Background: an optimization exercise with open tools, aiming at small area, a short achievable clock period and few clock cycles per item. Do not read the settings as production practice.
Where RTL was checked, it was by simulation tests only, not by an equivalence proof against the original.
No functional check of the RTL was part of run 6.
Power and IR drop assume default switching activity.

==> flow/design.v <==
package cmru_pkg;
  localparam logic signed [13:0] CENTER_X_RST = 14'sd2048;
  localparam logic signed [13:0] CENTER_Y_RST = 14'sd1920;
  localparam logic [11:0]        RADIUS_RST   = 12'd2968;
endpackage
module cmru_edge_trk #(
  parameter bit NEG = 1'b0     
) (
  input  logic               clk,
  input  logic               sel_clr,    
  input  logic               sel_prep,   
  input  logic               sel_hor,    
  input  logic               sel_move,   
  input  logic               sel_step,   
  input  logic               sel_conv,   
  input  logic               dm,         
  input  logic               dm_nxt,
  input  logic signed [24:0] dq,
  input  logic signed [24:0] hx,
  input  logic               hc,
  input  logic [3:0]         o,
  input  logic signed [10:0] base,
  output logic signed [10:0] e,
  output logic               cv,
  output logic               cv_nxt
);
  logic signed [24:0] s_r, xa, s1, s_nxt;
  logic [7:0]         k_r, k_nxt;
  logic signed [10:0] e_r, e_nxt;
  logic               cv_r;
  logic [24:0]        m32;
  logic [7:0]         o2;
  logic               stp, k0, k1, kz_nxt, sn;
  assign m32 = {8'd0, k_r, o, 5'd0};
  assign o2  = {4'd0, o} * {4'd0, o};
  assign stp = sel_step && !cv_r;
  always_comb begin
    xa = '0;
    if (sel_move)       xa = dq;
    if (stp && !dm)     xa = $signed(m32 + 25'd256);
    if (stp && dm)      xa = $signed(25'd768 - m32);
    if (sel_conv)       xa = $signed(25'd256 - m32);
    if (sel_hor)        xa = hx;
  end
  assign s1 = s_r + xa;
  always_comb begin
    s_nxt = s_r;
    if (sel_prep)                                   s_nxt = $signed({17'd0, o2}) + $signed({24'd0, hc});
    else if (sel_hor || sel_move || stp || sel_conv) s_nxt = s1;
  end
  always_comb begin
    k_nxt = k_r;
    e_nxt = e_r;
    if (sel_clr) begin
      k_nxt = 8'd0;
      e_nxt = base;
    end else if (stp) begin
      k_nxt = dm ? (k_r - 8'd1) : (k_r + 8'd1);
      e_nxt = (dm ^ NEG) ? (e_r - 11'sd1) : (e_r + 11'sd1);
    end
  end
  assign k0     = (k_r == 8'd0);
  assign k1     = (k_r == 8'd1);
  assign kz_nxt = sel_clr || (stp ? (dm && k1) : k0);
  assign sn     = s_nxt[24];
  assign cv_nxt = dm_nxt ? (sn || kz_nxt) : !sn;
  always_ff @(posedge clk) begin
    s_r  <= s_nxt;
    k_r  <= k_nxt;
    e_r  <= e_nxt;
    cv_r <= cv_nxt;
  end
  assign e  = e_r;
  assign cv = cv_r;
endmodule
module circle_mask_rect_generator_unit (
  input  logic         clk,
  input  logic         rst_n,
  input  logic         in_valid,
  output logic         in_ready,
  input  logic [7:0]   in_row,
  output logic         out_valid,
  input  logic         out_ready,
  output logic [8:0]   out_x_left,
  output logic [7:0]   out_y_top,
  output logic [8:0]   out_x_right,
  output logic [7:0]   out_y_bottom,
  output logic         out_last_of_batch,
  input  logic         cfg_valid,
  output logic         cfg_ready,
  input  logic [1:0]   cfg_index,
  input  logic [13:0]  cfg_data
);
  logic signed [13:0] cx_r, cy_r;
  logic [11:0]        rad_r;
  logic [7:0] top_r, bot_r;
  logic       act_r, closed_r, open_r, band_r, wr_d;
  logic       r0_v;
  logic [7:0] y_r;
  logic       f_is0, f_inb, f_last, f_band, f_stale;
  logic       f_same, f_nxt;      
  logic       bdone_r, rph_r, have_r;
  logic               tv_r, dm_r;
  logic [7:0]         ty_r;
  logic signed [13:0] q_r;       
  logic               t_prep, t_hor;
  logic [3:0]         hcnt_r;
  logic [24:0]        hb_r;      
  logic               hbit_r;
  logic sel_clr, sel_clry, sel_prep, sel_hor, sel_move, sel_step, sel_conv;
  logic       run_open_r;
  logic [7:0] run_t_r, run_b_r;
  logic [8:0] run_l_r, run_r_r;
  logic       p_v, p_e1, p_e2, p_band, p_last;
  logic [7:0] p_a, p_b;
  logic [8:0] p_l, p_r;
  logic cfg_wr;
  assign cfg_wr = cfg_valid && (cfg_index != 2'd3);
  logic               open_c, closed_c, act_c;
  logic signed [14:0] cy_e, r_e, lo_s, hi_s, lo_f, hi_f;
  logic [7:0]         top_c, bot_c;
  assign open_c   = (rad_r >= 12'd2968);
  assign closed_c = (rad_r == 12'd0);
  assign act_c    = !open_c && !closed_c;
  assign cy_e     = {cy_r[13], cy_r};
  assign r_e      = {3'b000, rad_r};
  assign lo_s     = cy_e - r_e;
  assign hi_s     = cy_e + r_e + 15'sd15;
  assign lo_f     = lo_s >>> 4;
  assign hi_f     = hi_s >>> 4;
  assign top_c    = lo_f[14] ? 8'd0 : (lo_f > 15'sd240) ? 8'd240 : lo_f[7:0];
  assign bot_c    = hi_f[14] ? 8'd0 : (hi_f > 15'sd240) ? 8'd240 : hi_f[7:0];
  logic [8:0] lx, rx;
  logic       cvb, res_now, res_ok, proc;
  logic       pfree, done, push, match;
  logic       ev_band, ev_e1, ev_e2, ev_last;
  logic [7:0] ev_a, ev_b;
  logic [8:0] ev_l, ev_r;
  logic       ro, run_full, old_ex, fin_ex, run_has;
  logic       run_new, run_ext, run_drop, set_bdone, set_rph;
  logic       cv_l, cv_r;
  assign cvb     = cv_l && cv_r;
  assign res_now = tv_r && !t_prep && !t_hor && f_same && cvb;
  assign res_ok  = have_r || res_now;
  assign proc    = r0_v && !f_stale;
  assign pfree    = !p_v || (out_ready && !(p_e1 && p_e2));
  assign ro       = run_open_r && !f_is0;
  assign match    = (lx == run_l_r) && (rx == run_r_r);
  assign run_full = (run_l_r == 9'd0) && (run_r_r == 9'd256);
  assign old_ex   = ro && !match && !run_full;
  assign fin_ex   = f_last && ((lx != 9'd0) || (rx != 9'd256));
  assign run_has  = !run_full;
  always_comb begin
    done      = 1'b0;
    push      = 1'b0;
    ev_band   = 1'b0;
    ev_a      = run_t_r;
    ev_b      = run_b_r;
    ev_l      = run_l_r;
    ev_r      = run_r_r;
    ev_e1     = (run_l_r != 9'd0);
    ev_e2     = (run_r_r != 9'd256);
    ev_last   = 1'b1;
    run_new   = 1'b0;
    run_ext   = 1'b0;
    run_drop  = 1'b0;
    set_bdone = 1'b0;
    set_rph   = 1'b0;
    if (proc) begin
      if (!f_inb) begin
        if (f_band) begin
          ev_band = 1'b1;
          push    = pfree;
          done    = pfree;
        end else begin
          done = 1'b1;
        end
        run_drop = f_is0;
      end else if (res_ok) begin
        if (f_band && !bdone_r) begin
          ev_band   = 1'b1;
          ev_last   = !fin_ex;
          push      = pfree;
          set_bdone = pfree;
        end else if (!rph_r) begin
          if (!old_ex || pfree) begin
            push    = old_ex;
            ev_last = !fin_ex;
            run_ext = match && ro;
            run_new = !(match && ro);
            if (f_last) set_rph = 1'b1;
            else        done    = 1'b1;
          end
        end else begin
          if (!run_has || pfree) begin
            push     = run_has;
            done     = 1'b1;
            run_drop = 1'b1;
          end
        end
      end
    end
    if (ev_band) begin
      ev_a  = closed_r ? 8'd240 : top_r;
      ev_b  = bot_r;
      ev_l  = 9'd256;
      ev_r  = 9'd0;
      ev_e1 = closed_r || (top_r != 8'd0);
      ev_e2 = !closed_r && (bot_r != 8'd240);
    end
  end
  assign in_ready  = !r0_v || done;
  assign cfg_ready = 1'b1;
  logic       acc;
  logic [7:0] yn;
  assign acc = in_ready && in_valid;
  assign yn  = acc ? in_row : y_r;
  logic [3:0]         o_l, o_r;
  logic signed [10:0] fl, ce, e_l, e_r;
  logic               cvn_l, cvn_r;
  logic signed [24:0] dq, hx;
  logic               hc, dm_n;
  logic signed [13:0] ap, bp;
  logic [7:0]         clr_t;
  assign o_l = cx_r[3:0];
  assign o_r = 4'(-cx_r[3:0]);
  assign fl  = {cx_r[13], cx_r[13:4]};
  assign ce  = fl + {10'd0, (o_l != 4'd0)};
  assign ap = $signed({2'b00, rad_r}) + 14'sd8 - q_r;
  assign bp = 14'sd8 - $signed({2'b00, rad_r}) - q_r;
  assign dq = $signed({{7{q_r[12]}}, q_r[12:0], 5'd0});
  assign hx = !hbit_r ? 25'sd0 : (hcnt_r == 4'd13) ? $signed(~hb_r) : $signed(hb_r);
  assign hc = ap[13];
  assign dm_n = sel_conv ? 1'b1 : sel_clr ? 1'b0 : dm_r;
  cmru_edge_trk #(.NEG(1'b1)) u_trk_l (
    .clk (clk), .sel_clr (sel_clr), .sel_prep (sel_prep), .sel_hor (sel_hor),
    .sel_move (sel_move), .sel_step (sel_step), .sel_conv (sel_conv),
    .dm (dm_r), .dm_nxt (dm_n), .dq (dq), .hx (hx), .hc (hc), .o (o_l), .base (fl),
    .e (e_l), .cv (cv_l), .cv_nxt (cvn_l)
  );
  cmru_edge_trk #(.NEG(1'b0)) u_trk_r (
    .clk (clk), .sel_clr (sel_clr), .sel_prep (sel_prep), .sel_hor (sel_hor),
    .sel_move (sel_move), .sel_step (sel_step), .sel_conv (sel_conv),
    .dm (dm_r), .dm_nxt (dm_n), .dq (dq), .hx (hx), .hc (hc), .o (o_r), .base (ce),
    .e (e_r), .cv (cv_r), .cv_nxt (cvn_r)
  );
  assign lx = e_l[10] ? 9'd0 : (e_l > 11'sd256) ? 9'd256 : e_l[8:0];
  assign rx = e_r[10] ? 9'd0 : (e_r > 11'sd256) ? 9'd256 : e_r[8:0];
  logic               tv_n, prep_n, hor_n, have_n, r0v_n, stale_n;
  logic               inb_n, last_n, band_n, is0_n, same_n, nxt_n;
  logic [7:0]         ty_n, ty1, ty2;
  logic signed [13:0] q_n;
  assign clr_t = sel_clry ? y_r : top_r;
  assign ty1   = ty_r + 8'd1;
  assign ty2   = ty_r + 8'd2;
  always_comb begin
    tv_n   = tv_r;
    prep_n = 1'b0;
    hor_n  = t_hor;
    if (sel_clr) begin
      tv_n   = 1'b0;
      prep_n = 1'b1;
    end
    if (sel_prep) hor_n = 1'b1;
    if (sel_hor && hcnt_r == 4'd13) begin
      hor_n = 1'b0;
      tv_n  = 1'b1;
    end
    if (cfg_wr) begin
      tv_n   = 1'b0;
      prep_n = 1'b0;
      hor_n  = 1'b0;
    end
    if (!rst_n) begin
      tv_n   = 1'b0;
      prep_n = 1'b0;
      hor_n  = 1'b0;
    end
  end
  assign ty_n = sel_clr ? clr_t : sel_move ? ty1 : ty_r;
  assign q_n  = sel_clr  ? ($signed({2'b00, clr_t, 4'b0000}) + 14'sd16 - cy_r) :
                sel_move ? (q_r + 14'sd16) : q_r;
  assign r0v_n   = rst_n && (in_ready ? in_valid : r0_v);
  assign have_n  = rst_n && !done && (have_r || (proc && f_inb && res_ok));
  assign stale_n = wr_d;
  assign is0_n   = (yn == 8'd0);
  assign inb_n   = act_r && (yn >= top_r) && (yn < bot_r);
  assign last_n  = ({1'b0, yn} + 9'd1 == {1'b0, bot_r});
  assign band_n  = is0_n && (closed_r || (act_r && ((top_r != 8'd0) || (bot_r != 8'd240))));
  assign same_n  = sel_move ? (yn == ty1) : (yn == ty_r);
  assign nxt_n   = sel_move ? (yn == ty2) : (yn == ty1);
  function automatic logic [6:0] decode(
      input logic prep, input logic hor, input logic need, input logic have,
      input logic tv, input logic same, input logic nxt, input logic cvb_i, input logic nc,
      input logic bg);
    logic clr, clry, mv, stp, cnv, rel;
    rel  = tv && (same || nxt);
    clr  = 1'b0;
    clry = 1'b0;
    mv   = 1'b0;
    stp  = 1'b0;
    cnv  = 1'b0;
    if (prep || hor) begin
    end else if (need && !have) begin
      if (rel) begin
        stp = !cvb_i;
        cnv = cvb_i && nc;
        mv  = cvb_i && !nc;
      end else begin
        clr  = 1'b1;
        clry = 1'b1;
      end
    end else if (need) begin
      cnv = tv && same && cvb_i && nc;
      mv  = tv && same && cvb_i && !nc;
    end else if (!tv) begin
      clr = bg;
    end else begin
      stp = !cvb_i;
    end
    decode = {clr, clry, prep, hor, mv, stp, cnv};
  endfunction
  logic       need_n, nc_n, bg_n;
  logic [6:0] dec0, dec1, dec_n;
  assign need_n = r0v_n && inb_n && !stale_n;
  assign nc_n   = !dm_n && !q_n[13];
  assign bg_n   = band_r && !cfg_wr && !wr_d;
  assign dec0   = decode(prep_n, hor_n, need_n, have_n, tv_n, same_n, nxt_n, 1'b0, nc_n, bg_n);
  assign dec1   = decode(prep_n, hor_n, need_n, have_n, tv_n, same_n, nxt_n, 1'b1, nc_n, bg_n);
  assign dec_n  = (cvn_l && cvn_r) ? dec1 : dec0;
  always_ff @(posedge clk) begin
    if (!rst_n) begin
      cx_r       <= 14'sd2048;
      cy_r       <= 14'sd1920;
      rad_r      <= 12'd2968;
      run_open_r <= 1'b0;
      p_v        <= 1'b0;
      bdone_r    <= 1'b0;
      rph_r      <= 1'b0;
      {sel_clr, sel_clry, sel_prep, sel_hor, sel_move, sel_step, sel_conv} <= '0;
    end else begin
      if (cfg_valid) begin
        case (cfg_index)
          2'd0: cx_r  <= $signed(cfg_data);
          2'd1: cy_r  <= $signed(cfg_data);
          2'd2: rad_r <= cfg_data[11:0];
          default: begin
          end
        endcase
      end
      if (done) begin
        bdone_r <= 1'b0;
        rph_r   <= 1'b0;
      end else begin
        if (set_bdone) bdone_r <= 1'b1;
        if (set_rph)   rph_r   <= 1'b1;
      end
      if (run_drop)     run_open_r <= 1'b0;
      else if (run_new) run_open_r <= 1'b1;
      if (push) begin
        p_v <= 1'b1;
      end else if (p_v && out_ready && !(p_e1 && p_e2)) begin
        p_v <= 1'b0;
      end
      {sel_clr, sel_clry, sel_prep, sel_hor, sel_move, sel_step, sel_conv} <= dec_n;
    end
  end
  always_ff @(posedge clk) begin
    r0_v    <= r0v_n;
    have_r  <= have_n;
    tv_r    <= tv_n;
    t_prep  <= prep_n;
    t_hor   <= hor_n;
    ty_r    <= ty_n;
    q_r     <= q_n;
    dm_r    <= dm_n;
    top_r    <= top_c;
    bot_r    <= bot_c;
    act_r    <= act_c;
    closed_r <= closed_c;
    open_r   <= open_c;
    band_r   <= act_c && (top_c < bot_c);
    wr_d     <= cfg_wr;
    if (acc) y_r <= in_row;
    f_stale <= stale_n;
    f_is0   <= is0_n;
    f_inb   <= inb_n;
    f_last  <= last_n;
    f_band  <= band_n;
    f_same  <= same_n;
    f_nxt   <= nxt_n;
    if (sel_prep) begin
      hb_r   <= 25'(bp);
      hbit_r <= ap[0];
      hcnt_r <= 4'd0;
    end else if (sel_hor) begin
      hb_r   <= {hb_r[23:0], 1'b0};
      hbit_r <= ap[hcnt_r + 4'd1];
      hcnt_r <= hcnt_r + 4'd1;
    end
    if (run_new) begin
      run_t_r <= y_r;
      run_b_r <= y_r + 8'd1;
      run_l_r <= lx;
      run_r_r <= rx;
    end else if (run_ext) begin
      if (run_b_r != 8'd240) run_b_r <= run_b_r + 8'd1;
    end
    if (push) begin
      p_e1   <= ev_e1;
      p_e2   <= ev_e2;
      p_band <= ev_band;
      p_last <= ev_last;
      p_a    <= ev_a;
      p_b    <= ev_b;
      p_l    <= ev_l;
      p_r    <= ev_r;
    end else if (p_v && out_ready && p_e1 && p_e2) begin
      p_e1 <= 1'b0;
    end
  end
  assign out_valid         = p_v;
  assign out_x_left        = p_e1 ? 9'd0 : p_r;
  assign out_x_right       = p_e1 ? p_l : 9'd256;
  assign out_y_top         = p_band ? (p_e1 ? 8'd0 : p_b) : p_a;
  assign out_y_bottom      = p_band ? (p_e1 ? p_a : 8'd240) : p_b;
  assign out_last_of_batch = p_last && !(p_e1 && p_e2);
endmodule
==> flow/run.sh <==
#!/bin/bash
# synth_recipe.tcl (not shown) runs the flow's synth.tcl, then flattens the netlist and writes it again
# the make line also repeats each setting of config.mk as NAME=value (left out here)
make -C /OpenROAD-flow-scripts/flow DESIGN_CONFIG=/design/flow/config.mk WORK_HOME=/design/flow/orfs CLKGATE_MAP_FILE= SYNTH_SCRIPT=/design/flow/synth_recipe.tcl finish
==> flow/config.mk <==
export PLATFORM = sky130hd
export DESIGN_NAME = circle_mask_rect_generator_unit
export DESIGN_NICKNAME = circle_mask_rect_generator_unit
export VERILOG_FILES = /design/flow/design.v
export SDC_FILE = /design/flow/constraint.sdc
export NUM_CORES = 4
export LEC_CHECK = 0
export CAP_MARGIN = 20
export CORE_MARGIN = 2
export CORE_UTILIZATION = 40
export CTS_BUF_LIST = sky130_fd_sc_hd__clkbuf_4 sky130_fd_sc_hd__clkbuf_8
export CTS_CLUSTER_SIZE = 30
export SETUP_SLACK_MARGIN = 3.5
export SLEW_MARGIN = 20
==> flow/constraint.sdc <==
create_clock -name core_clock -period 8.0 [get_ports {clk}]
set_input_delay 1.6000 -clock core_clock [delete_from_list [all_inputs] [get_ports {clk}]]
set_output_delay 1.6000 -clock core_clock [all_outputs]
set_load 0.01 [all_outputs]
==> results of run 1 <==
[registers in the layout (all words and copies together) (netlist names), 9 cells and up]
signal and flops:
cy_r 14, u_trk_r.s_r 25, u_trk_r.e_r 11, p_l 9, u_trk_l.e_r 11, p_r 9
run_l_r 9, rad_r 12, cx_r 14, run_r_r 9, q_r 14, u_trk_l.s_r 25
hb_r 25
[repair_timing]
item / in CTS / in global routing
hold endpoints to repair: 0 / 0
gates resized for setup: 136 / 78
setup buffers: 64 / 39
pin swaps: 44 / 65
cloned: 2 / 0
hold buffers: 0 / 0
endpoints found under the setup margin: 37 / 19
[placed cells by master, fill, tap and decap left out, types with 21 or more instances in the layout]
| cell type | count |
|---|---|
| a21boi_0 | 45 |
| nand3_1 | 68 |
| xor2_1 | 86 |
| o31ai_1 | 24 |
| clkdlybuf4s50_1 | 62 |
| o22ai_1 | 29 |
| ha_1 | 190 |
| dfxtp_1 | 100 |
| mux2i_1 | 22 |
| inv_1 | 153 |
| and2_1 | 54 |
| o21ai_0 | 149 |
| clkbuf_8 | 68 |
| xnor2_1 | 149 |
| a21o_1 | 39 |
| nand4_1 | 22 |
| o211ai_1 | 21 |
| edfxtp_1 | 189 |
| buf_4 | 118 |
| a21oi_1 | 157 |
| nand2_1 | 255 |
| a31oi_1 | 24 |
| nor2_1 | 221 |
| o21bai_1 | 32 |
| nor3_1 | 41 |
| nor2b_1 | 50 |
| nand2b_1 | 27 |
[stage by stage]
step	cell area [um^2]	hold WS, ps	power (uW)
finish	27700	422	4560
detailed placement	24800	403	2730
global route	27700	430	4780
global placement	24800	401	2710
CTS	27100	402	4540
floorplan	23500	344	2470
[area by class of cell]
class,count,share of cell area [%]
sequential,305,29.0
antenna,1,0.00903
inverter,166,2.30
clock buffer,88,3.92
timing repair buffer,191,5.95
multi-input combinational,2104,54.6
clock inverter,18,0.768
tap,765,3.45
[cells in the mapped netlist (20+ instances only)]
| cell type | count | area (um^2) |
|---|---|---|
| o21bai_1 | 37 | 278 |
| dfxtp_1 | 116 | 2320 |
| a21oi_1 | 175 | 876 |
| mux2i_1 | 24 | 240 |
| o31ai_1 | 27 | 203 |
| nor2_1 | 226 | 848 |
| inv_1 | 163 | 612 |
| a21boi_0 | 48 | 360 |
| nor2b_1 | 52 | 325 |
| ha_1 | 197 | 2460 |
| o22ai_1 | 29 | 181 |
| a31oi_1 | 26 | 163 |
| nor3_1 | 47 | 235 |
| a21o_1 | 39 | 293 |
| edfxtp_1 | 189 | 5680 |
| nand4_1 | 22 | 138 |
| xor2_1 | 86 | 753 |
| nand2_1 | 261 | 980 |
| o21ai_0 | 166 | 831 |
| nand3_1 | 70 | 350 |
| a211oi_1 | 20 | 150 |
| clkbuf_1 | 100 | 375 |
| xnor2_1 | 154 | 1350 |
| and2_1 | 55 | 344 |
| o211ai_1 | 21 | 158 |
| nand2b_1 | 32 | 200 |
[how the worst max path moves through the flow]
stage	slack, ps	end	start	depth (start not counted)
3_3_place_gp	1590	sel_move$_SDFF_PP0_	out_ready	22
6_report	3150	sel_move$_SDFF_PP0_	cx_r[1]$_SDFFE_PN0P_	25
5_1_grt	2950	sel_move$_SDFF_PP0_	cx_r[1]$_SDFFE_PN0P_	28
2_1_floorplan	2990	sel_move$_SDFF_PP0_	out_ready	21
3_5_place_dp	1500	sel_move$_SDFF_PP0_	out_ready	22
4_1_cts	3210	sel_move$_SDFF_PP0_	dm_r$_DFF_P_	17
[logic make-up (layout without fill, tap and decap cells)]
| group | Yosys count | after routing |
|---|---|---|
| flip-flops | 305 | 305 |
| multiplexers | 38 | 38 |
| buffers and inverters | 287 | 463 |
| adder cells (fa/ha/maj) | 204 | 204 |
| other | 1 | 2 |
| XOR/XNOR | 240 | 240 |
| AO/OA/AOI/OAI | 726 | 727 |
| AND/OR/NAND/NOR | 894 | 894 |
[power by group]
group	internal (uW)	leakage (uW)	switching [uW]
Clock	1020	0.000683	716
Combinational	419	0.00762	547
Sequential	1750	0.00270	105
Total	3190	0.0110	1370
[critical path, delay by kind of cell (launching register included)]
kind            cells  cell delay (ps)
compound gates      7             1280
xor+xnor            1              160
fa+ha+maj           2              530
buf+inv             4              500
flops               1              370
mux                 1              180
simple gates       10             1700
[metal layers]
metal / part of all wire, % / up-vias / GRT usage [%]
met5: 0 / - / 0
met4: 2.7 / 0 / 6.99
met3: 5.6 / 126 / 3.38
met2: 45 / 636 / 36.3
met1: 47 / 9897 / 32.1
li1: - / 9910 / -
==> run summary, run 1 <==
largest family of logic cells by synthesized area compound AO/OA/AOI/OAI gates; CORE AREA 0.0578 mm^2; Crit Path Max Fanout 5; reg2reg setup slack 3150 ps; maximum vdd drop 0.148 mV; H-tree levels 2; Max Cap Violations 0; dpl hpwl 51600 um; Vias/cell 5.65; final hold violations 0; Reg2Reg Depth 25; IO buf count 65; Clock Path Buffers 3; # rows 88; PwrDens 165 mW/mm^2; GPL Wtd Cong 0.927; Setup WS post-layout 3150 ps; Final Setup Violations 0; Nets 3058; r2r endpoint sel_move$_SDFF_PP0_; final clock skew 58.2 ps; largest net degree at the start of global routing 78; hold_sp wr_d$_DFF_P_; sequential fraction of the synthesis area 34.2%; Worst-Margin Slew 955 ps; Synth Area in Simple Gates 18.9%; CP peak stage delay 400 ps; first-pass GRT wire length 110000 um; I/O Pins 67; Syn Inst Count 2695; drt pass-1 iters 5; fin crit period 4850 ps; Post-Place Setup Slack 1500 ps; Synthesized Nets 2928; drt drc 0; Initial Util 40.5%; DP Cell Count 3426; CTS tree built; max-slew violations 0; Worst EP arrival 5400 ps; clock latency (worst-skew pair) 670 ps; Adder-Cell Fraction of Synth Area 11.1%; status finished clean; vias in the first global route 20000; complex-gate fraction of the synthesized area 20.2%; register area 0.00804 mm^2; Worst setup SP type flip-flop; DR iter-0 viols 1588; Max-slew headroom 35.7%; async set or reset register ratio after synthesis 0%; Syn Area/Cell 8.69 um^2; final core occ 47.9%; period utilisation layout 60.6%; clock-pin slew on the worst setup and hold paths 60 ps; initial antenna violation count 1; Multi-input gate area 0.0151 mm^2; DR vias 20600; Post-synth EDFFs 189; Die H 246 um; die footprint 0.0605 mm^2; synthesis warning total 3; setup TNS 0 ps; mux cell area share after synthesis 1.80%; Worst Path Required 8550 ps; WS Path Type flip-flop to flip-flop; hold path depth 0; Synth Flop Type edfxtp_1; CP max stage cell or3b_4; Netlist cell types 112; total track usage 22.9%; grt total ovfl 0; LEAKAGE 0.0110 uW; xor/xnor share of the synthesized area 8.98%; # fillers 5556; Layout Area Growth over Synthesis 18.4%; final WL 71200 um; Die X-Extent 246 um; Crit path top cell by count nand2_1; RSZ-0062 raised after global routing true; FF-to-FF Start cx_r[1]$_SDFFE_PN0P_; FMAX 206 MHz; Post-Syn Area 0.0234 mm^2; Sink Count 305; HP Class flip-flop to flip-flop; CTS Root Buffer Type clkbuf_8; CP endpoint kind flip-flop; remaining antenna violation count 0; CTS Buf Count 57; Seq cells post-synth 305; share of post-route cells with drive strength above 1 15.3%; Final Non-Filler Cells 3638; WHS Endpoint f_stale$_DFF_P_; Routed WL per cell 19.6 um
Testbench counts, summed over its fixed seeds: cycles 18,297, rows 11,528.
==> run 2, diff against run 1 <==
==> flow/config.mk (replaced) <==
export PLATFORM = sky130hd
export DESIGN_NAME = circle_mask_rect_generator_unit
export DESIGN_NICKNAME = circle_mask_rect_generator_unit
export VERILOG_FILES = /design/flow/design.v
export SDC_FILE = /design/flow/constraint.sdc
export NUM_CORES = 4
export LEC_CHECK = 0
export ABC_AREA = 1
export CAP_MARGIN = 5
export CORE_MARGIN = 2
export CORE_UTILIZATION = 40
export SETUP_SLACK_MARGIN = 3.5
export SLEW_MARGIN = 5
==> run summary, run 2 <==
status finished clean (unchanged); vias in the first global route 19600 (was 20000); # fillers 5823 (was 5556); PwrDens 183 mW/mm^2 (was 165 mW/mm^2); share of post-route cells with drive strength above 1 10.5% (was 15.3%); met2 wire length 30500 um (was 32000 um); DP Cell Count 3914 (was 3426); Synth Flop Type edfxtp_1 (unchanged); H-tree levels 2 (unchanged); # rows 88 (unchanged); final hold violations 0 (unchanged); CTS Root Buffer Type clkbuf_16 (was clkbuf_8); first-pass GRT wire length 105000 um (was 110000 um); clock latency (worst-skew pair) 590 ps (was 670 ps); Overall Power 5000 uW (was 4560 uW); period utilisation layout 59.3% (was 60.6%); CTS Buf Count 39 (was 57); Sink Count 305 (unchanged); final clock skew 27.9 ps (was 58.2 ps); hold path depth 0 (unchanged); count leader, synth nand2_1 (unchanged); dpl hpwl 50100 um (was 51600 um); Die H 244 um (was 246 um); CP max stage cell edfxtp_1 (was or3b_4); HP Class flip-flop to flip-flop (unchanged); grt total ovfl 0 (unchanged); Max-slew headroom 22.9% (was 35.7%); setup TNS 0 ps (unchanged); Die X-Extent 244 um (was 246 um); register area 0.00802 mm^2 (was 0.00804 mm^2); most common cell after layout, fill and taps aside nand2_1 (unchanged); met3 wire length 3730 um (was 3970 um); Final Non-Filler Cells 4083 (was 3638); largest net degree at the start of global routing 63 (was 78); Clock Path Buffers 3 (unchanged); FMAX 211 MHz (was 206 MHz); LEAKAGE 0.0127 uW (was 0.0110 uW); drt drc 0 (unchanged); final WL 67400 um (was 71200 um); antenna fix cells 0 (was 1); CP peak stage delay 470 ps (was 400 ps); initial antenna violation count 0 (was 1); DR vias 21300 (was 20600); total track usage 21.9% (was 22.9%); Synthesized Nets 3385 (was 2928); Worst EP arrival 5250 ps (was 5400 ps); Worst-Margin Slew 1150 ps (was 955 ps); Synth area leader edfxtp_1 (unchanged); remaining antenna violation count 0 (unchanged); Final Setup Violations 0 (unchanged); Crit Path Max Fanout 6 (was 5); die footprint 0.0598 mm^2 (was 0.0605 mm^2); biggest regs hb_r x25, u_trk_l.s_r x25, u_trk_r.s_r x25 (unchanged); Seq cells post-synth 305 (unchanged); max-slew violations 0 (unchanged); Netlist cell types 65 (was 112); Syn Area/Cell 7.34 um^2 (was 8.69 um^2); Post-Syn Area 0.0231 mm^2 (was 0.0234 mm^2); WS Path Type flip-flop to flip-flop (unchanged); Routed WL per cell 16.5 um (was 19.6 um); Syn Inst Count 3152 (was 2695); CORE AREA 0.0575 mm^2 (was 0.0578 mm^2); maximum vdd drop 0.192 mV (was 0.148 mV); I/O Pins 67 (unchanged); fin crit period 4740 ps (was 4850 ps); clock-pin slew on the worst setup and hold paths 60 ps (about the same); Initial Util 40.2% (was 40.5%); sequential fraction of the synthesis area 34.6% (was 34.2%); Worst setup SP type flip-flop (unchanged); Multi-input gate area 0.0133 mm^2 (was 0.0151 mm^2); uppermost routed layer met4 (unchanged); hold_buf cts 0 (unchanged); top cells by area, synth edfxtp_1 25%, ha_1 11%, dfxtp_1 10%, nand2_1 9.0%, inv_1 8.2% (was edfxtp_1 24%, ha_1 11%, dfxtp_1 9.9%, xnor2_1 5.8%, nand2_1 4.2%); Commonest cells post-synth 557 x nand2_1, 508 x inv_1, 351 x nor2_1, 290 x o21ai_0, 230 x a21oi_1 (was 261 x nand2_1, 226 x nor2_1, 197 x ha_1, 189 x edfxtp_1, 175 x a21oi_1); Layout Area Growth over Synthesis 18.2% (was 18.4%); Max Cap Violations 0 (unchanged); Worst Path Required 8510 ps (was 8550 ps); synthesis warning total 3 (unchanged); Setup WS post-layout 3260 ps (was 3150 ps); drt pass-1 iters 5 (unchanged); CP endpoint kind flip-flop (unchanged); CTS tree built (unchanged); IO buf count 65 (unchanged); Vias/cell 5.22 (was 5.65); DR iter-0 viols 1545 (was 1588); GPL Wtd Cong 0.932 (was 0.927); Nets 3520 (was 3058); final core occ 47.5% (was 47.9%); Post-synth EDFFs 189 (unchanged); Post-Place Setup Slack 2280 ps (was 1500 ps); most frequent cells in the layout 544 x nand2_1, 502 x inv_1, 335 x nor2_1 (was 255 x nand2_1, 221 x nor2_1, 190 x ha_1); Met1 Wirelength 31900 um (was 33400 um); Reg2Reg Depth 36 (was 25); RSZ-0062 raised after global routing true (unchanged); share of the synthesized area in the top cell type 24.5% (was 24.2%); async set or reset register ratio after synthesis 0% (unchanged)
==> run 2: kinds of logic after synthesis <==
| kind of cell | count (synthesis) | share of synthesized area (%) |
|---|---|---|
| other | 1 | 0.0162 |
| buffers and inverters | 615 | 10.2 |
| xor gates and xnor gates | 114 | 4.40 |
| adders and majority gates | 204 | 11.3 |
| DFF | 305 | 34.6 |
| AOI/OAI and AO/OA | 720 | 17.7 |
| and+or+nand+nor | 1193 | 21.8 |
==> run 2: area by class of cell <==
cell class	instances	area share, %
timing repair buffer	173	5.87
sequential	305	29.4
multi-input combinational	2234	48.8
clock buffer	51	4.21
tap	765	3.50
inverter	531	7.47
clock inverter	21	0.728
timing repair inverter	3	0.0641
==> run 2: worst paths after layout <==
check	start	endpoint	slack [ps]
setup / recovery	u_trk_l.e_r[2]$_DFFE_PP_	sel_move$_SDFF_PP0_	3260
hold / removal	wr_d$_DFF_P_	f_stale$_DFF_P_	370
setup reg to reg	u_trk_l.e_r[2]$_DFFE_PP_	sel_move$_SDFF_PP0_	3260
hold reg to reg	wr_d$_DFF_P_	f_stale$_DFF_P_	370
==> run 2: timing repair <==
action	4_1_cts	5_1_grt
pin swaps	34	41
gates resized for setup	73	105
endpoints found under the setup margin	25	61
buffers inserted	46	41
gates cloned	4	6
==> run 2: metrics by stage <==
stage	cell area, um^2	hold slack (ps)
final	27300	367
after global routing	27300	371
after CTS	26500	361
after detailed placement	24600	365
after global placement	24600	370
after floorplan	23200	344
==> run 2: critical path: cells and delay by family, from the launching register on <==
| kind | cells | cell delay, ps |
|---|---|---|
| flops | 1 | 470 |
| compound gates | 9 | 1430 |
| buf+inv | 1 | 150 |
| simple gates | 25 | 2350 |
| fa+ha+maj | 1 | 260 |
==> run 2: report_power, final <==
part / internal, uW / switching [uW]
Clock: 1070 / 773
Combinational: 463 / 795
Sequential: 1790 / 117
Total: 3320 / 1680
==> run 2: per-layer routing <==
metal | vias up | track usage, %
met5 | - | 0
met4 | 0 | 4.75
met3 | 84 | 2.75
met2 | 543 | 35.0
met1 | 9900 | 31.5
li1 | 10800 | -
==> run 3, diff against run 2 <==
--- a/flow/config.mk
+++ b/flow/config.mk
@@ -6,8 +6,8 @@
 export NUM_CORES = 4
 export LEC_CHECK = 0
 export ABC_AREA = 1
-export CAP_MARGIN = 5
+export CAP_MARGIN = 20
 export CORE_MARGIN = 2
 export CORE_UTILIZATION = 40
-export SETUP_SLACK_MARGIN = 3.5
-export SLEW_MARGIN = 5
+export SETUP_SLACK_MARGIN = 3.25
+export SLEW_MARGIN = 20
==> run summary, run 3 <==
CP max stage cell clkdlybuf4s50_1 (was edfxtp_1); share of the synthesized area in the top cell type 24.5% (unchanged); remaining antenna violation count 0 (unchanged); clock-pin slew on the worst setup and hold paths 60 ps (about the same); hold_sp wr_d$_DFF_P_ (unchanged); count leader, synth nand2_1 (unchanged); most common cell after layout, fill and taps aside nand2_1 (unchanged); WHS 362 ps (was 367 ps); Commonest cells post-synth 557 x nand2_1, 508 x inv_1, 351 x nor2_1, 290 x o21ai_0, 230 x a21oi_1 (unchanged); clock share of power 36.7% (was 36.8%); Seq cells post-synth 305 (unchanged); Reg2Reg Depth 37 (was 36); Die H 244 um (unchanged); Die X-Extent 244 um (unchanged); CP peak stage delay 430 ps (was 470 ps); initial antenna violation count 0 (unchanged); Overall Power 4960 uW (was 5000 uW); Post-synth EDFFs 189 (unchanged); Post-Syn Area 0.0231 mm^2 (unchanged); largest net degree at the start of global routing 63 (unchanged); H-tree levels 2 (unchanged); met2 wire length 29300 um (was 30500 um); Vias/cell 5.21 (was 5.22); I/O Pins 67 (unchanged); uppermost routed layer met4 (unchanged); fin crit period 4750 ps (was 4740 ps); Netlist cell types 65 (unchanged); WHS Endpoint f_stale$_DFF_P_ (unchanged); Worst EP arrival 3150 ps (was 5250 ps); Synthesized Nets 3385 (unchanged); HP Class flip-flop to flip-flop (unchanged); final hold violations 0 (unchanged); Initial Util 40.2% (unchanged); GPL Wtd Cong 0.924 (was 0.932); Synth Flop Type edfxtp_1 (unchanged); crit-path leading delay family buffers and inverters (was simple AND/OR/NAND/NOR gates); Crit Path Max Fanout 5 (was 6); top cells by area, synth edfxtp_1 25%, ha_1 11%, dfxtp_1 10%, nand2_1 9.0%, inv_1 8.2% (unchanged); Sink Count 305 (unchanged); r2r endpoint sel_move$_SDFF_PP0_ (unchanged); hold path depth 0 (unchanged); share of post-route cells with drive strength above 1 8.23% (was 10.5%); FMAX 211 MHz (about the same); biggest regs hb_r x25, u_trk_l.s_r x25, u_trk_r.s_r x25 (unchanged); RSZ-0062 raised after global routing true (unchanged); Clock Path Buffers 3 (unchanged); drt pass-1 iters 5 (unchanged); first-pass GRT wire length 106000 um (was 105000 um); most frequent cells in the layout 546 x nand2_1, 506 x inv_1, 334 x nor2_1 (was 544 x nand2_1, 502 x inv_1, 335 x nor2_1); total track usage 22.2% (was 21.9%); Met1 Wirelength 32200 um (was 31900 um); grt total ovfl 0 (unchanged); CORE AREA 0.0575 mm^2 (unchanged); LEAKAGE 0.0123 uW (was 0.0127 uW); WS Path Type input port to primary output (was flip-flop to flip-flop); met3 wire length 3670 um (was 3730 um); CTS Buf Count 40 (was 39); Pint 3310 uW (was 3320 uW); CTS tree built (unchanged); Layout Area Growth over Synthesis 15.1% (was 18.2%); hold_buf cts 0 (unchanged); sequential share of power 38.3% (was 38.1%); final clock skew 51.3 ps (was 27.9 ps); Routed WL per cell 16.5 um (about the same); DR iter-0 viols 1527 (was 1545); die footprint 0.0598 mm^2 (unchanged); drt drc 0 (unchanged); post-route cell area 0.0266 mm^2 (was 0.0273 mm^2); antenna fix cells 0 (unchanged); FF-to-FF Start u_trk_r.e_r[2]$_DFFE_PP_ (was u_trk_l.e_r[2]$_DFFE_PP_); period utilisation layout 59.3% (about the same); maximum vdd drop 0.165 mV (was 0.192 mV); setup TNS 0 ps (unchanged); Final Setup Violations 0 (unchanged); vias in the first global route 19400 (was 19600); Syn Area/Cell 7.34 um^2 (unchanged); Max-slew headroom 19.2% (was 22.9%); clock latency (worst-skew pair) 600 ps (was 590 ps); Worst Path Required 6400 ps (was 8510 ps); Synth area leader edfxtp_1 (unchanged); crit path buf inv count 5 (was 1); sequential fraction of the synthesis area 34.6% (unchanged); Placed Area 0.0245 mm^2 (was 0.0246 mm^2); Max Cap Violations 0 (unchanged); DR vias 21000 (was 21300); Worst setup SP type input port (was flip-flop); CTS Root Buffer Type clkbuf_16 (unchanged); Sw Ratio 33.4% (was 33.7%); Syn Inst Count 3152 (unchanged); switching pwr 1660 uW (was 1680 uW); reg2reg setup slack 3370 ps (was 3260 ps); Worst-Margin Slew 1200 ps (was 1150 ps); CP endpoint kind primary output (was flip-flop); IO buf count 65 (unchanged); status finished clean (unchanged); Nets 3471 (was 3520); Logic pwr share 25.0% (was 25.1%); final WL 66500 um (was 67400 um); synthesis warning total 3 (unchanged); crit path cell chain clkdlybuf4s50_1 -> inv_1 -> o21ai_4 -> nor2_2 -> nand2_1 -> nand2_1 -> nand2_2 -> nand2_4 -> nand2_8 -> buf_4 -> buf_6 -> buf_6; max-slew violations 0 (unchanged); async set or reset register ratio after synthesis 0% (unchanged); PwrDens 186 mW/mm^2 (was 183 mW/mm^2); dpl hpwl 50400 um (was 50100 um); # rows 88 (unchanged)
[run 3: cell type report]
type	count	area [um^2]
fillers	5803	30800
multi-input cells	2233	13200
flip-flops and latches	305	8010
inverters	531	2010
clock buffers	59	1150
repair buffers	125	1140
well taps	765	957
clock inverters	15	179
repair inverters	2	12.5
[run 3: timing repair]
item                       in CTS  in global routing
pin swaps                       7                 28
resized for setup              38                 84
hold endpoints to repair        0                  0
cloned                          3                  0
setup endpoints to repair      19                 19
setup buffers                  17                 27
[run 3: layer usage]
layer / vias up / GRT usage (%)
met1: 9722 / 32.0
li1: 10700 / -
met4: 0 / 5.16
met5: - / 0
met3: 85 / 3.34
met2: 515 / 34.8
[run 3: worst max path at each step]
stage | from | to | slack [ps] | depth (start not counted)
after global routing | u_trk_l.e_r[4]$_DFFE_PP_ | sel_move$_SDFF_PP0_ | 3050 | 37
after floorplan | out_ready | sel_move$_SDFF_PP0_ | 3260 | 27
after detailed placement | out_ready | sel_move$_SDFF_PP0_ | 1780 | 27
after CTS | out_ready | sel_move$_SDFF_PP0_ | 3250 | 28
after global placement | out_ready | sel_move$_SDFF_PP0_ | 1850 | 27
final | out_ready | in_ready | 3250 | 12
[run 3: through the flow]
stage / setup WS [ps] / cells / util, %
3_5_place_dp: 1780 / 3914 / 42.7
3_3_place_gp: 1850 / 3913 / 42.6
6_report: 3250 / 4035 / 46.3
5_1_grt: 3050 / 4035 / 46.3
2_1_floorplan: 3260 / 3152 / -
4_1_cts: 3250 / 4008 / 45.4
[run 3: cells by family after synthesis]
kind of cell,Yosys count,synth area share [%]
AOI/OAI and AO/OA,720,17.7
xor gates and xnor gates,114,4.40
adders and majority gates,204,11.3
buffers and inverters,615,10.2
DFF,305,34.6
other,1,0.0162
and+or+nand+nor,1193,21.8
[run 3: power by group through the flow]
stage / sequential, uW / combinational [uW] / clock [uW]
after detailed placement: 1930 / 1150 / 0
after global routing: 1920 / 1410 / 1920
final: 1900 / 1240 / 1820
after global placement: 1930 / 1150 / 0
after floorplan: 1870 / 880 / 0
after CTS: 1900 / 1190 / 1860
==> run 4, diff against run 3 <==
--- a/flow/design.v
+++ b/flow/design.v
@@ -108,6 +108,7 @@
   logic [24:0]        hb_r;      
   logic               hbit_r;
   logic sel_clr, sel_clry, sel_prep, sel_hor, sel_move, sel_step, sel_conv;
+  logic [3:0] o_rr;    
   logic       run_open_r;
   logic [7:0] run_t_r, run_b_r;
   logic [8:0] run_l_r, run_r_r;
@@ -223,7 +224,7 @@
   logic signed [13:0] ap, bp;
   logic [7:0]         clr_t;
   assign o_l = cx_r[3:0];
-  assign o_r = 4'(-cx_r[3:0]);
+  assign o_r = o_rr;
   assign fl  = {cx_r[13], cx_r[13:4]};
   assign ce  = fl + {10'd0, (o_l != 4'd0)};
   assign ap = $signed({2'b00, rad_r}) + 14'sd8 - q_r;
@@ -375,6 +376,7 @@
     q_r     <= q_n;
     dm_r    <= dm_n;
     top_r    <= top_c;
+    o_rr     <= 4'(-cx_r[3:0]);
     bot_r    <= bot_c;
     act_r    <= act_c;
     closed_r <= closed_c;
--- a/flow/config.mk
+++ b/flow/config.mk
@@ -5,9 +5,8 @@
 export SDC_FILE = /design/flow/constraint.sdc
 export NUM_CORES = 4
 export LEC_CHECK = 0
-export ABC_AREA = 1
 export CAP_MARGIN = 20
 export CORE_MARGIN = 2
 export CORE_UTILIZATION = 40
-export SETUP_SLACK_MARGIN = 3.25
+export SETUP_SLACK_MARGIN = 3.5
 export SLEW_MARGIN = 20
==> run summary, run 4 <==
most common cell after layout, fill and taps aside nand2_1 (unchanged); Placed Area 0.0247 mm^2 (was 0.0245 mm^2); CTS Root Buffer Type clkbuf_16 (unchanged); hold_sp wr_d$_DFF_P_ (unchanged); final clock skew 27.9 ps (was 51.3 ps); antenna fix cells 0 (unchanged); die footprint 0.0603 mm^2 (was 0.0598 mm^2); final hold violations 0 (unchanged); CP max stage cell a211oi_4 (was clkdlybuf4s50_1); WHS 389 ps (was 362 ps); WS Path Type input port to flip-flop (was input port to primary output); initial antenna violation count 0 (unchanged); Vias/cell 5.62 (was 5.21); Initial Util 40.5% (was 40.2%); register area 0.00814 mm^2 (was 0.00801 mm^2); Die H 246 um (was 244 um); clock-pin slew on the worst setup and hold paths 60 ps (about the same); Syn Inst Count 2710 (was 3152); Setup WS post-layout 3100 ps (was 3250 ps); Synth area leader edfxtp_1 (unchanged); Worst setup SP type input port (unchanged); Worst-Margin Slew 909 ps (was 1200 ps); maximum vdd drop 0.165 mV (about the same); first-pass GRT wire length 105000 um (was 106000 um); Nets 3026 (was 3471); grt total ovfl 0 (unchanged); PwrDens 166 mW/mm^2 (was 186 mW/mm^2); synthesis warning total 3 (unchanged); Multi-input gate area 0.0150 mm^2 (was 0.0132 mm^2); dpl hpwl 50200 um (was 50400 um); period utilisation layout 61.3% (was 59.3%); Routed WL per cell 18.9 um (was 16.5 um); Crit Path Max Fanout 4 (was 5); Synthesized Nets 2946 (was 3385); WHS Endpoint f_stale$_DFF_P_ (unchanged); reg2reg setup slack 3120 ps (was 3370 ps); CP endpoint kind flip-flop (was primary output); max-slew violations 0 (unchanged); share of the synthesized area in the top cell type 24.3% (was 24.5%); fin crit period 4900 ps (was 4750 ps); Crit path top cell by count buf_4; H-tree levels 2 (unchanged); total track usage 21.8% (was 22.2%); Final Setup Violations 0 (unchanged); Sink Count 309 (was 305); r2r endpoint sel_clr$_SDFF_PP0_ (was sel_move$_SDFF_PP0_); share of post-route cells with drive strength above 1 12.9% (was 8.23%); Worst EP arrival 5410 ps (was 3150 ps); FF-to-FF Start u_trk_l.e_r[8]$_DFFE_PP_ (was u_trk_r.e_r[2]$_DFFE_PP_); remaining antenna violation count 0 (unchanged); Reg2Reg Depth 24 (was 37); CTS Buf Count 39 (was 40); vias in the first global route 19200 (was 19400); FMAX 204 MHz (was 211 MHz); setup TNS 0 ps (unchanged); count leader, synth nand2_1 (unchanged); async set or reset register ratio after synthesis 0% (unchanged); Worst Path Required 8500 ps (was 6400 ps); Syn Area/Cell 8.61 um^2 (was 7.34 um^2); GPL Wtd Cong 0.916 (was 0.924); status finished clean (unchanged); Max Cap Violations 0 (unchanged); IO buf count 65 (unchanged); I/O Pins 67 (unchanged); HP Class flip-flop to flip-flop (unchanged); DR vias 20100 (was 21000); DR iter-0 viols 1588 (was 1527); most frequent cells in the layout 276 x nand2_1, 231 x nor2_1, 191 x xnor2_1 (was 546 x nand2_1, 506 x inv_1, 334 x nor2_1); Synth Flop Type edfxtp_1 (unchanged); Clock Path Buffers 3 (unchanged); Netlist cell types 88 (was 65); drt drc 0 (unchanged); Layout Area Growth over Synthesis 17.4% (was 15.1%); Post-Syn Area 0.0233 mm^2 (was 0.0231 mm^2); Max-slew headroom 39.4% (was 19.2%); RSZ-0062 raised after global routing true (unchanged); top cells by area, synth edfxtp_1 24%, ha_1 11%, dfxtp_1 10%, xnor2_1 7.2%, nand2_1 4.5% (was edfxtp_1 25%, ha_1 11%, dfxtp_1 10%, nand2_1 9.0%, inv_1 8.2%); hold path depth 0 (unchanged); post-route cell area 0.0274 mm^2 (was 0.0266 mm^2); largest net degree at the start of global routing 76 (was 63); clock latency (worst-skew pair) 580 ps (was 600 ps); CP peak stage delay 360 ps (was 430 ps); final WL 67700 um (was 66500 um); biggest regs hb_r x25, u_trk_l.s_r x25, u_trk_r.s_r x25 (unchanged); Seq cells post-synth 309 (was 305); drt pass-1 iters 6 (was 5); Post-synth EDFFs 189 (unchanged); CTS tree built (unchanged); Post-Place Setup Slack 1490 ps (was 1780 ps); LEAKAGE 0.0107 uW (was 0.0123 uW); hold_buf cts 0 (unchanged); sequential fraction of the synthesis area 34.6% (about the same); # rows 88 (unchanged); # fillers 5486 (was 5803); CORE AREA 0.0577 mm^2 (was 0.0575 mm^2); Die X-Extent 246 um (was 244 um); Commonest cells post-synth 282 x nand2_1, 236 x nor2_1, 204 x a21oi_1, 200 x ha_1, 191 x xnor2_1 (was 557 x nand2_1, 508 x inv_1, 351 x nor2_1, 290 x o21ai_0, 230 x a21oi_1)
[run 4: cell types whose count changed in the layout (fill, tap and decap cells not counted), moves of 89 or more]
cell,before,now
nand3_1,140,51
xnor2_1,27,191
o21ai_0,278,139
nor2_1,334,231
nand2_1,546,276
inv_1,506,168
[run 4: cell families after synthesis]
kind of cell	Yosys count	synth area share, %
multiplexers	48	2.30
flip-flops	309	34.6
AO/OA/AOI/OAI	693	18.9
other	1	0.0161
adder cells (fa/ha/maj)	207	11.3
XOR/XNOR	265	9.94
AND/OR/NAND/NOR	886	18.0
buffers and inverters	301	4.94
[run 4: area by class of cell]
| type | count | share of cell area (%) |
|---|---|---|
| tap | 765 | 3.49 |
| timing repair inverter | 1 | 0.0183 |
| multi-input combinational | 2100 | 54.7 |
| timing repair buffer | 157 | 5.23 |
| clock buffer | 50 | 3.79 |
| sequential | 309 | 29.7 |
| clock inverter | 20 | 0.575 |
| inverter | 182 | 2.53 |
[run 4: layer usage]
layer	part of all wire (%)	GRT usage, %
met1	46	30.8
met2	45	34.3
met3	6.0	3.27
met4	2.9	6.65
met5	0	0
[run 4: critical path, delay by kind of cell]
kind                       cells  cell delay [ps]
AOI/OAI and AO/OA             11             1610
adders and majority gates      1              250
buffers and inverters          7              940
muxes                          1              250
and+or+nand+nor                5              750
[run 4: per-stage QoR]
step,power [uW],instances,util (%)
global route,4760,3584,47.5
finish,4560,3584,47.5
floorplan,2500,2710,-
CTS,4510,3549,46.0
detailed placement,2760,3442,42.9
global placement,2750,3441,42.9
[run 4: how the worst max path moves through the flow]
stage                              from                   to  slack [ps]  depth (start not counted)
4_1_cts                       out_ready  sel_conv$_SDFF_PP0_        3000                         23
6_report                      out_ready   sel_clr$_SDFF_PP0_        3100                         25
5_1_grt        u_trk_l.e_r[1]$_DFFE_PP_   sel_clr$_SDFF_PP0_        2870                         25
2_1_floorplan                 out_ready  sel_move$_SDFF_PP0_        2760                         21
3_5_place_dp                  out_ready  sel_conv$_SDFF_PP0_        1490                         23
3_3_place_gp                  out_ready  sel_move$_SDFF_PP0_        1600                         23
[run 4: power breakdown]
group,switching (uW),internal (uW),leakage [uW],total [uW]
clock,735,958,0.000585,1690
sequential,123,1770,0.00270,1890
combinational,550,425,0.00740,974
[run 4: repair_timing]
item / in CTS / in global routing
resized for setup: 97 / 145
cloned: 0 / 1
buffers inserted: 37 / 34
endpoints found under the setup margin: 43 / 28
pin swaps: 23 / 54
Testbench counts of run 4, summed over its fixed seeds: cycles 18,297, rows 11,528.
==> run 5, diff against run 4 <==
--- a/flow/config.mk
+++ b/flow/config.mk
@@ -5,6 +5,7 @@
 export SDC_FILE = /design/flow/constraint.sdc
 export NUM_CORES = 4
 export LEC_CHECK = 0
+export ABC_AREA = 1
 export CAP_MARGIN = 20
 export CORE_MARGIN = 2
 export CORE_UTILIZATION = 40
==> run summary, run 5 <==
Commonest cells post-synth 573 x nand2_1, 514 x inv_1, 347 x nor2_1, 249 x o21ai_0, 211 x a21oi_1 (was 282 x nand2_1, 236 x nor2_1, 204 x a21oi_1, 200 x ha_1, 191 x xnor2_1); count leader, synth nand2_1 (unchanged); status finished clean (unchanged); Crit Path Max Fanout 6 (was 4); DR vias 21000 (was 20100); Synth area leader edfxtp_1 (unchanged); CORE AREA 0.0575 mm^2 (was 0.0577 mm^2); clock-pin slew on the worst setup and hold paths 60 ps (about the same); # fillers 5869 (was 5486); most common cell after layout, fill and taps aside nand2_1 (unchanged); HP Class flip-flop to flip-flop (unchanged); DR iter-0 viols 1522 (was 1588); Multi-input gate area 0.0132 mm^2 (was 0.0150 mm^2); RSZ-0062 raised after global routing true (unchanged); period utilisation layout 57.4% (was 61.3%); Worst Path Required 8470 ps (was 8500 ps); CP endpoint kind flip-flop (unchanged); LEAKAGE 0.0125 uW (was 0.0107 uW); largest net degree at the start of global routing 65 (was 76); GPL Wtd Cong 0.939 (was 0.916); remaining antenna violation count 0 (unchanged); H-tree levels 2 (unchanged); CP peak stage delay 420 ps (was 360 ps); drt drc 0 (unchanged); register area 0.00810 mm^2 (was 0.00814 mm^2); setup TNS 0 ps (unchanged); most frequent cells in the layout 563 x nand2_1, 505 x inv_1, 336 x nor2_1 (was 276 x nand2_1, 231 x nor2_1, 191 x xnor2_1); async set or reset register ratio after synthesis 0% (unchanged); vias in the first global route 19400 (was 19200); Layout Area Growth over Synthesis 15.9% (was 17.4%); maximum vdd drop 0.144 mV (was 0.165 mV); Crit path top cell by count nand2_1 (was buf_4); Reg2Reg Depth 36 (was 24); I/O Pins 67 (unchanged); fin crit period 4590 ps (was 4900 ps); Synthesized Nets 3367 (was 2946); Sink Count 309 (unchanged); initial antenna violation count 0 (unchanged); Max-slew headroom 28.6% (was 39.4%); CTS Buf Count 40 (was 39); Clock Path Buffers 3 (unchanged); biggest regs hb_r x25, u_trk_l.s_r x25, u_trk_r.s_r x25 (unchanged); CTS tree built (unchanged); Vias/cell 5.21 (was 5.62); total track usage 21.9% (was 21.8%); synthesis warning total 3 (unchanged); FMAX 218 MHz (was 204 MHz); sequential fraction of the synthesis area 34.9% (was 34.6%); Die H 245 um (was 246 um); Synth Flop Type edfxtp_1 (unchanged); Routed WL per cell 16.4 um (was 18.9 um); Netlist cell types 63 (was 88); CP max stage cell edfxtp_1 (was a211oi_4); Worst setup SP type flip-flop (was input port); dpl hpwl 49800 um (was 50200 um); final clock skew 23.0 ps (was 27.9 ps); Initial Util 40.3% (was 40.5%); hold path depth 0 (unchanged); Post-Syn Area 0.0232 mm^2 (was 0.0233 mm^2); PwrDens 182 mW/mm^2 (was 166 mW/mm^2); Max Cap Violations 0 (unchanged); Worst EP arrival 5060 ps (was 5410 ps); max-slew violations 0 (unchanged); Seq cells post-synth 309 (unchanged); share of post-route cells with drive strength above 1 8.78% (was 12.9%); Worst-Margin Slew 1070 ps (was 909 ps); first-pass GRT wire length 105000 um (about the same); share of the synthesized area in the top cell type 24.5% (was 24.3%); Final Setup Violations 0 (unchanged); final WL 66200 um (was 67700 um); IO buf count 65 (unchanged); die footprint 0.0599 mm^2 (was 0.0603 mm^2); clock latency (worst-skew pair) 580 ps (about the same); CTS Root Buffer Type clkbuf_16 (unchanged); drt pass-1 iters 5 (was 6); final hold violations 0 (unchanged); Syn Inst Count 3131 (was 2710); Nets 3471 (was 3026); top cells by area, synth edfxtp_1 24%, ha_1 11%, dfxtp_1 10%, nand2_1 9.3%, inv_1 8.3% (was edfxtp_1 24%, ha_1 11%, dfxtp_1 10%, xnor2_1 7.2%, nand2_1 4.5%); WS Path Type flip-flop to flip-flop (was input port to flip-flop); grt total ovfl 0 (unchanged); Syn Area/Cell 7.40 um^2 (was 8.61 um^2); antenna fix cells 0 (unchanged); Die X-Extent 245 um (was 246 um); Post-synth EDFFs 189 (unchanged); # rows 88 (unchanged); Overall Power 4900 uW (was 4560 uW)
[run 5: changes by cell type after synthesis, sizes merged, moves of 39 or more]
cell	change
and2	-51
inv	+335
o21ai	+94
nor2	+114
nand3	+100
a21o	-39
nor2b	-43
nand2	+315
xnor2	-161
[run 5: kinds of logic (layout without fill, tap and decap cells)]
group                    after synthesis  in the layout  synth area share (%)
AND/OR/NAND/NOR                     1211           1213                  22.2
AO/OA/AOI/OAI                        657            657                  16.2
other                                  1              1                0.0162
XOR/XNOR                             137            137                  5.18
buffers and inverters                609            743                  10.1
adder cells (fa/ha/maj)              207            207                  11.4
flip-flops                           309            309                  34.9
[run 5: worst paths after layout]
check | start | to | slack (ps)
worst max-delay path | u_trk_r.e_r[1]$_DFFE_PP_ | sel_conv$_SDFF_PP0_ | 3410
worst min-delay path | wr_d$_DFF_P_ | f_stale$_DFF_P_ | 380
worst max register to register | u_trk_r.e_r[1]$_DFFE_PP_ | sel_conv$_SDFF_PP0_ | 3410
worst min register to register | wr_d$_DFF_P_ | f_stale$_DFF_P_ | 380
[run 5: layout make-up]
cell class | instances | area share [%]
clock inverter | 13 | 0.401
timing repair inverter | 1 | 0.0186
sequential | 309 | 30.2
timing repair buffer | 145 | 4.79
clock buffer | 61 | 4.32
tap | 765 | 3.57
inverter | 523 | 7.42
multi-input combinational | 2215 | 49.3
[run 5: stage by stage]
| step | std cells | instance area (um^2) | hold WS, ps | setup WS (ps) | util (%) |
|---|---|---|---|---|---|
| after floorplan | 3131 | 23200 | 344 | 3500 | - |
| after global placement | 3892 | 24600 | 380 | 2200 | 42.7 |
| after detailed placement | 3893 | 24600 | 373 | 2160 | 42.8 |
| after CTS | 4011 | 26500 | 379 | 3420 | 46.0 |
| after global routing | 4032 | 26800 | 403 | 3090 | 46.7 |
| final | 4032 | 26800 | 381 | 3410 | 46.7 |
[run 5: worst max-delay path: cells and delay by family, from the launching register on]
| kind | cells | cell delay, ps |
|---|---|---|
| AND/OR/NAND/NOR | 24 | 2100 |
| flip-flops | 1 | 420 |
| adder cells (fa/ha/maj) | 1 | 200 |
| AO/OA/AOI/OAI | 9 | 1460 |
| buffers and inverters | 2 | 310 |
[run 5: power breakdown]
| group | switching (uW) | total, uW | internal [uW] |
|---|---|---|---|
| Sequential | 122 | 1920 | 1800 |
| Combinational | 782 | 1230 | 446 |
| Clock | 739 | 1750 | 1010 |
| Total | 1640 | 4900 | 3250 |
[run 5: metal layers]
metal	wire length (um)	up-vias	global-route usage [%]	share of wire (%)
met4	1590	0	6.56	2.4
met1	31700	9736	31.8	48
li1	-	10600	-	-
met3	4000	97	3.37	6.0
met5	0	-	0	0
met2	28800	550	33.4	44
[run 5: repair_timing]
action | CTS | global route
gates resized for setup | 79 | 70
pin swaps | 32 | 26
setup endpoints to repair | 26 | 19
setup buffers | 41 | 20
cloned | 3 | 0
hold buffers | 0 | 0
==> run 6, diff against run 5 <==
--- a/flow/design.v
+++ b/flow/design.v
@@ -13,6 +13,7 @@
   input  logic               sel_move,   
   input  logic               sel_step,   
   input  logic               sel_conv,   
+  input  logic               fuse_ok,    
   input  logic               dm,         
   input  logic               dm_nxt,
   input  logic signed [24:0] dq,
@@ -24,13 +25,13 @@
   output logic               cv,
   output logic               cv_nxt
 );
-  logic signed [24:0] s_r, xa, s1, s_nxt;
+  logic signed [24:0] s_r, xa, xs, s1, s2, s_nxt;
   logic [7:0]         k_r, k_nxt;
   logic signed [10:0] e_r, e_nxt;
   logic               cv_r;
   logic [24:0]        m32;
   logic [7:0]         o2;
-  logic               stp, k0, k1, kz_nxt, sn;
+  logic               stp, fwd, adv, k0, k1, kz_nxt, sn;
   assign m32 = {8'd0, k_r, o, 5'd0};
   assign o2  = {4'd0, o} * {4'd0, o};
   assign stp = sel_step && !cv_r;
@@ -43,9 +44,14 @@
     if (sel_hor)        xa = hx;
   end
   assign s1 = s_r + xa;
+  assign xs  = dm ? $signed(25'd768 - m32) : $signed(m32 + 25'd256);
+  assign s2  = s_r + dq + xs;
+  assign fwd = sel_move && fuse_ok && (dm ? (!s1[24] && !k0) : s1[24]);
+  assign adv = stp || fwd;
   always_comb begin
     s_nxt = s_r;
     if (sel_prep)                                   s_nxt = $signed({17'd0, o2}) + $signed({24'd0, hc});
+    else if (fwd)                                   s_nxt = s2;
     else if (sel_hor || sel_move || stp || sel_conv) s_nxt = s1;
   end
   always_comb begin
@@ -54,14 +60,14 @@
     if (sel_clr) begin
       k_nxt = 8'd0;
       e_nxt = base;
-    end else if (stp) begin
+    end else if (adv) begin
       k_nxt = dm ? (k_r - 8'd1) : (k_r + 8'd1);
       e_nxt = (dm ^ NEG) ? (e_r - 11'sd1) : (e_r + 11'sd1);
     end
   end
   assign k0     = (k_r == 8'd0);
   assign k1     = (k_r == 8'd1);
-  assign kz_nxt = sel_clr || (stp ? (dm && k1) : k0);
+  assign kz_nxt = sel_clr || (adv ? (dm && k1) : k0);
   assign sn     = s_nxt[24];
   assign cv_nxt = dm_nxt ? (sn || kz_nxt) : !sn;
   always_ff @(posedge clk) begin
@@ -108,7 +114,6 @@
   logic [24:0]        hb_r;      
   logic               hbit_r;
   logic sel_clr, sel_clry, sel_prep, sel_hor, sel_move, sel_step, sel_conv;
-  logic [3:0] o_rr;    
   logic       run_open_r;
   logic [7:0] run_t_r, run_b_r;
   logic [8:0] run_l_r, run_r_r;
@@ -224,7 +229,7 @@
   logic signed [13:0] ap, bp;
   logic [7:0]         clr_t;
   assign o_l = cx_r[3:0];
-  assign o_r = o_rr;
+  assign o_r = 4'(-cx_r[3:0]);
   assign fl  = {cx_r[13], cx_r[13:4]};
   assign ce  = fl + {10'd0, (o_l != 4'd0)};
   assign ap = $signed({2'b00, rad_r}) + 14'sd8 - q_r;
@@ -233,15 +238,17 @@
   assign hx = !hbit_r ? 25'sd0 : (hcnt_r == 4'd13) ? $signed(~hb_r) : $signed(hb_r);
   assign hc = ap[13];
   assign dm_n = sel_conv ? 1'b1 : sel_clr ? 1'b0 : dm_r;
+  logic fuse_ok;
+  assign fuse_ok = !(proc && f_inb && res_ok && !done);
   cmru_edge_trk #(.NEG(1'b1)) u_trk_l (
     .clk (clk), .sel_clr (sel_clr), .sel_prep (sel_prep), .sel_hor (sel_hor),
-    .sel_move (sel_move), .sel_step (sel_step), .sel_conv (sel_conv),
+    .sel_move (sel_move), .sel_step (sel_step), .sel_conv (sel_conv), .fuse_ok (fuse_ok),
     .dm (dm_r), .dm_nxt (dm_n), .dq (dq), .hx (hx), .hc (hc), .o (o_l), .base (fl),
     .e (e_l), .cv (cv_l), .cv_nxt (cvn_l)
   );
   cmru_edge_trk #(.NEG(1'b0)) u_trk_r (
     .clk (clk), .sel_clr (sel_clr), .sel_prep (sel_prep), .sel_hor (sel_hor),
-    .sel_move (sel_move), .sel_step (sel_step), .sel_conv (sel_conv),
+    .sel_move (sel_move), .sel_step (sel_step), .sel_conv (sel_conv), .fuse_ok (fuse_ok),
     .dm (dm_r), .dm_nxt (dm_n), .dq (dq), .hx (hx), .hc (hc), .o (o_r), .base (ce),
     .e (e_r), .cv (cv_r), .cv_nxt (cvn_r)
   );
@@ -376,7 +383,6 @@
     q_r     <= q_n;
     dm_r    <= dm_n;
     top_r    <= top_c;
-    o_rr     <= 4'(-cx_r[3:0]);
     bot_r    <= bot_c;
     act_r    <= act_c;
     closed_r <= closed_c;
==> run summary, run 6 <==
Crit Path Max Fanout 6 (unchanged); period utilisation layout 57.7% (was 57.4%); RSZ-0062 raised after global routing true (unchanged); first-pass GRT wire length 133000 um (was 105000 um); Die X-Extent 260 um (was 245 um); CP max stage cell edfxtp_1 (unchanged); top cells by area, synth edfxtp_1 22%, ha_1 11%, nand2_1 10%, dfxtp_1 8.9%, inv_1 8.6% (was edfxtp_1 24%, ha_1 11%, dfxtp_1 10%, nand2_1 9.3%, inv_1 8.3%); status finished clean (unchanged); WS Path Type flip-flop to flip-flop (unchanged); vias in the first global route 23400 (was 19400); share of the synthesized area in the top cell type 21.6% (was 24.5%); Overall Power 5510 uW (was 4900 uW); biggest regs hb_r x25, u_trk_l.s_r x25, u_trk_r.s_r x25 (unchanged); clock latency (worst-skew pair) 590 ps (was 580 ps); Post-Syn Area 0.0262 mm^2 (was 0.0232 mm^2); complex-gate fraction of the synthesized area 17.2% (was 16.2%); grt total ovfl 0 (unchanged); Vias/cell 5.29 (was 5.21); PwrDens 170 mW/mm^2 (was 182 mW/mm^2); count leader, synth nand2_1 (unchanged); sequential fraction of the synthesis area 30.5% (was 34.9%); Die H 260 um (was 245 um); DR vias 25000 (was 21000); xor/xnor share of the synthesized area 5.81% (was 5.18%); Max-slew headroom 31.4% (was 28.6%); Pint 3610 uW (was 3250 uW); IO buf count 65 (unchanged); synthesis warning total 3 (unchanged); Logic pwr share 29.6% (was 25.1%); Adder-Cell Fraction of Synth Area 14.7% (was 11.4%); GPL Wtd Cong 0.975 (was 0.939); Max Cap Violations 0 (unchanged); dpl hpwl 64000 um (was 49800 um); WHS 381 ps (about the same); Routed WL per cell 18.5 um (was 16.4 um); Synth Flop Type edfxtp_1 (unchanged); Worst setup SP type flip-flop (unchanged); most common cell after layout, fill and taps aside nand2_1 (unchanged); largest net degree at the start of global routing 65 (unchanged); Clock Path Buffers 3 (unchanged); CTS Root Buffer Type clkbuf_16 (unchanged); hold_sp wr_d$_DFF_P_ (unchanged); async set or reset register ratio after synthesis 0% (unchanged); total track usage 25.2% (was 21.9%); Syn Inst Count 3603 (was 3131); Worst-Margin Slew 1020 ps (was 1070 ps); Seq cells post-synth 305 (was 309); Crit path top cell by count nand2_1 (unchanged); LEAKAGE 0.0153 uW (was 0.0125 uW)
[run 6: layout make-up]
class,instances,area (um^2)
Clock buffer,50,1150
Clock inverter,24,312
Fill cell,6213,32100
Inverter,616,2400
Multi-Input combinational cell,2594,17000
Sequential cell,305,8050
Tap cell,855,1070
Timing Repair Buffer,276,2470
Timing Repair inverter,1,7.51
[run 6: routing by layer]
layer | routed length [um] | vias to the layer above | global-route usage [%]
met2 | 39600 | 812 | 41.1
met4 | 3790 | 0 | 10.1
met5 | 0 | - | 0
met3 | 4950 | 194 | 2.55
met1 | 39000 | 11600 | 34.1
li1 | - | 12400 | -
[run 6: power by group through the flow]
stage	Combinational, uW	Clock (uW)	Sequential [uW]
floorplan	990	0	1860
global placement	1320	0	1910
detailed placement	1320	0	1910
CTS	1490	2040	1870
global route	1820	2090	1880
finish	1630	2000	1870
[run 6: how the worst max path moves through the flow]
stage	from	end	slack, ps	cells past startpoint
floorplan	cx_r[0]$_SDFFE_PN0P_	sel_step$_SDFF_PP0_	3500	35
global placement	hcnt_r[0]$_SDFFE_PP0P_	sel_move$_SDFF_PP0_	2100	27
detailed placement	hcnt_r[0]$_SDFFE_PP0P_	sel_move$_SDFF_PP0_	1980	27
CTS	u_trk_l.e_r[6]$_DFFE_PP_	p_last$_SDFFCE_PN1P_	3430	33
global route	u_trk_l.e_r[6]$_DFFE_PP_	sel_conv$_SDFF_PP0_	3060	32
finish	u_trk_l.e_r[6]$_DFFE_PP_	sel_move$_SDFF_PP0_	3390	35
[run 6: critical path: cells and delay by family, from the launching register on]
family / cells / cell delay (ps)
compound gates: 9 / 1260
buf+inv: 2 / 360
simple gates: 23 / 2210
fa+ha+maj: 1 / 260
flops: 1 / 440
[run 6: what timing repair did]
item / in CTS / in global routing
resized for setup: 225 / 232
pin swaps: 71 / 121
gates cloned: 7 / 1
endpoints found under the setup margin: 108 / 118
hold buffers: 0 / 0
setup buffers: 118 / 72
[run 6: through the flow]
stage | worst slack (ps) | std cells | area [um^2]
final | 3390 | 4721 | 32400
after floorplan | 3500 | 3603 | 26300
after detailed placement | 1980 | 4449 | 27800
after global placement | 2100 | 4449 | 27800
after global routing | 3060 | 4721 | 32400
after CTS | 3430 | 4648 | 31000
[run 6: cells by family after synthesis]
group	Yosys count
AOI/OAI and AO/OA	795
xor gates and xnor gates	174
adders and majority gates	281
buffers and inverters	708
DFF	305
other	1
and+or+nand+nor	1339

==> port drivers added, routing unchanged <==
In the flow no input, the clock included, has a driving cell. The finished layouts below were timed again as built, in two steps.
Step 1 assumes that a clkbuf_16 drives the clock port and a buf_2 every other input.
Step 2 also shifts input and output timing later by t, the mid clock arrival at the registers, as if the neighbouring blocks saw the same clock.
Slacks: ideal / step 1 / step 2; pairs: ideal / step 1.
run	t, ns	setup WS [ns]
run 1	0.700	3.154 / 3.154 / 2.624
run 2	0.641	3.256 / 3.256 / 2.754
run 3	0.635	3.255 / 3.221 / 2.686
run 4	0.628	3.097 / 3.098 / 2.470
run 5	0.629	3.412 / 3.389 / 2.983
run 6	0.643	3.388 / 3.335 / 2.831
After both steps setup and hold are still met in every run listed.
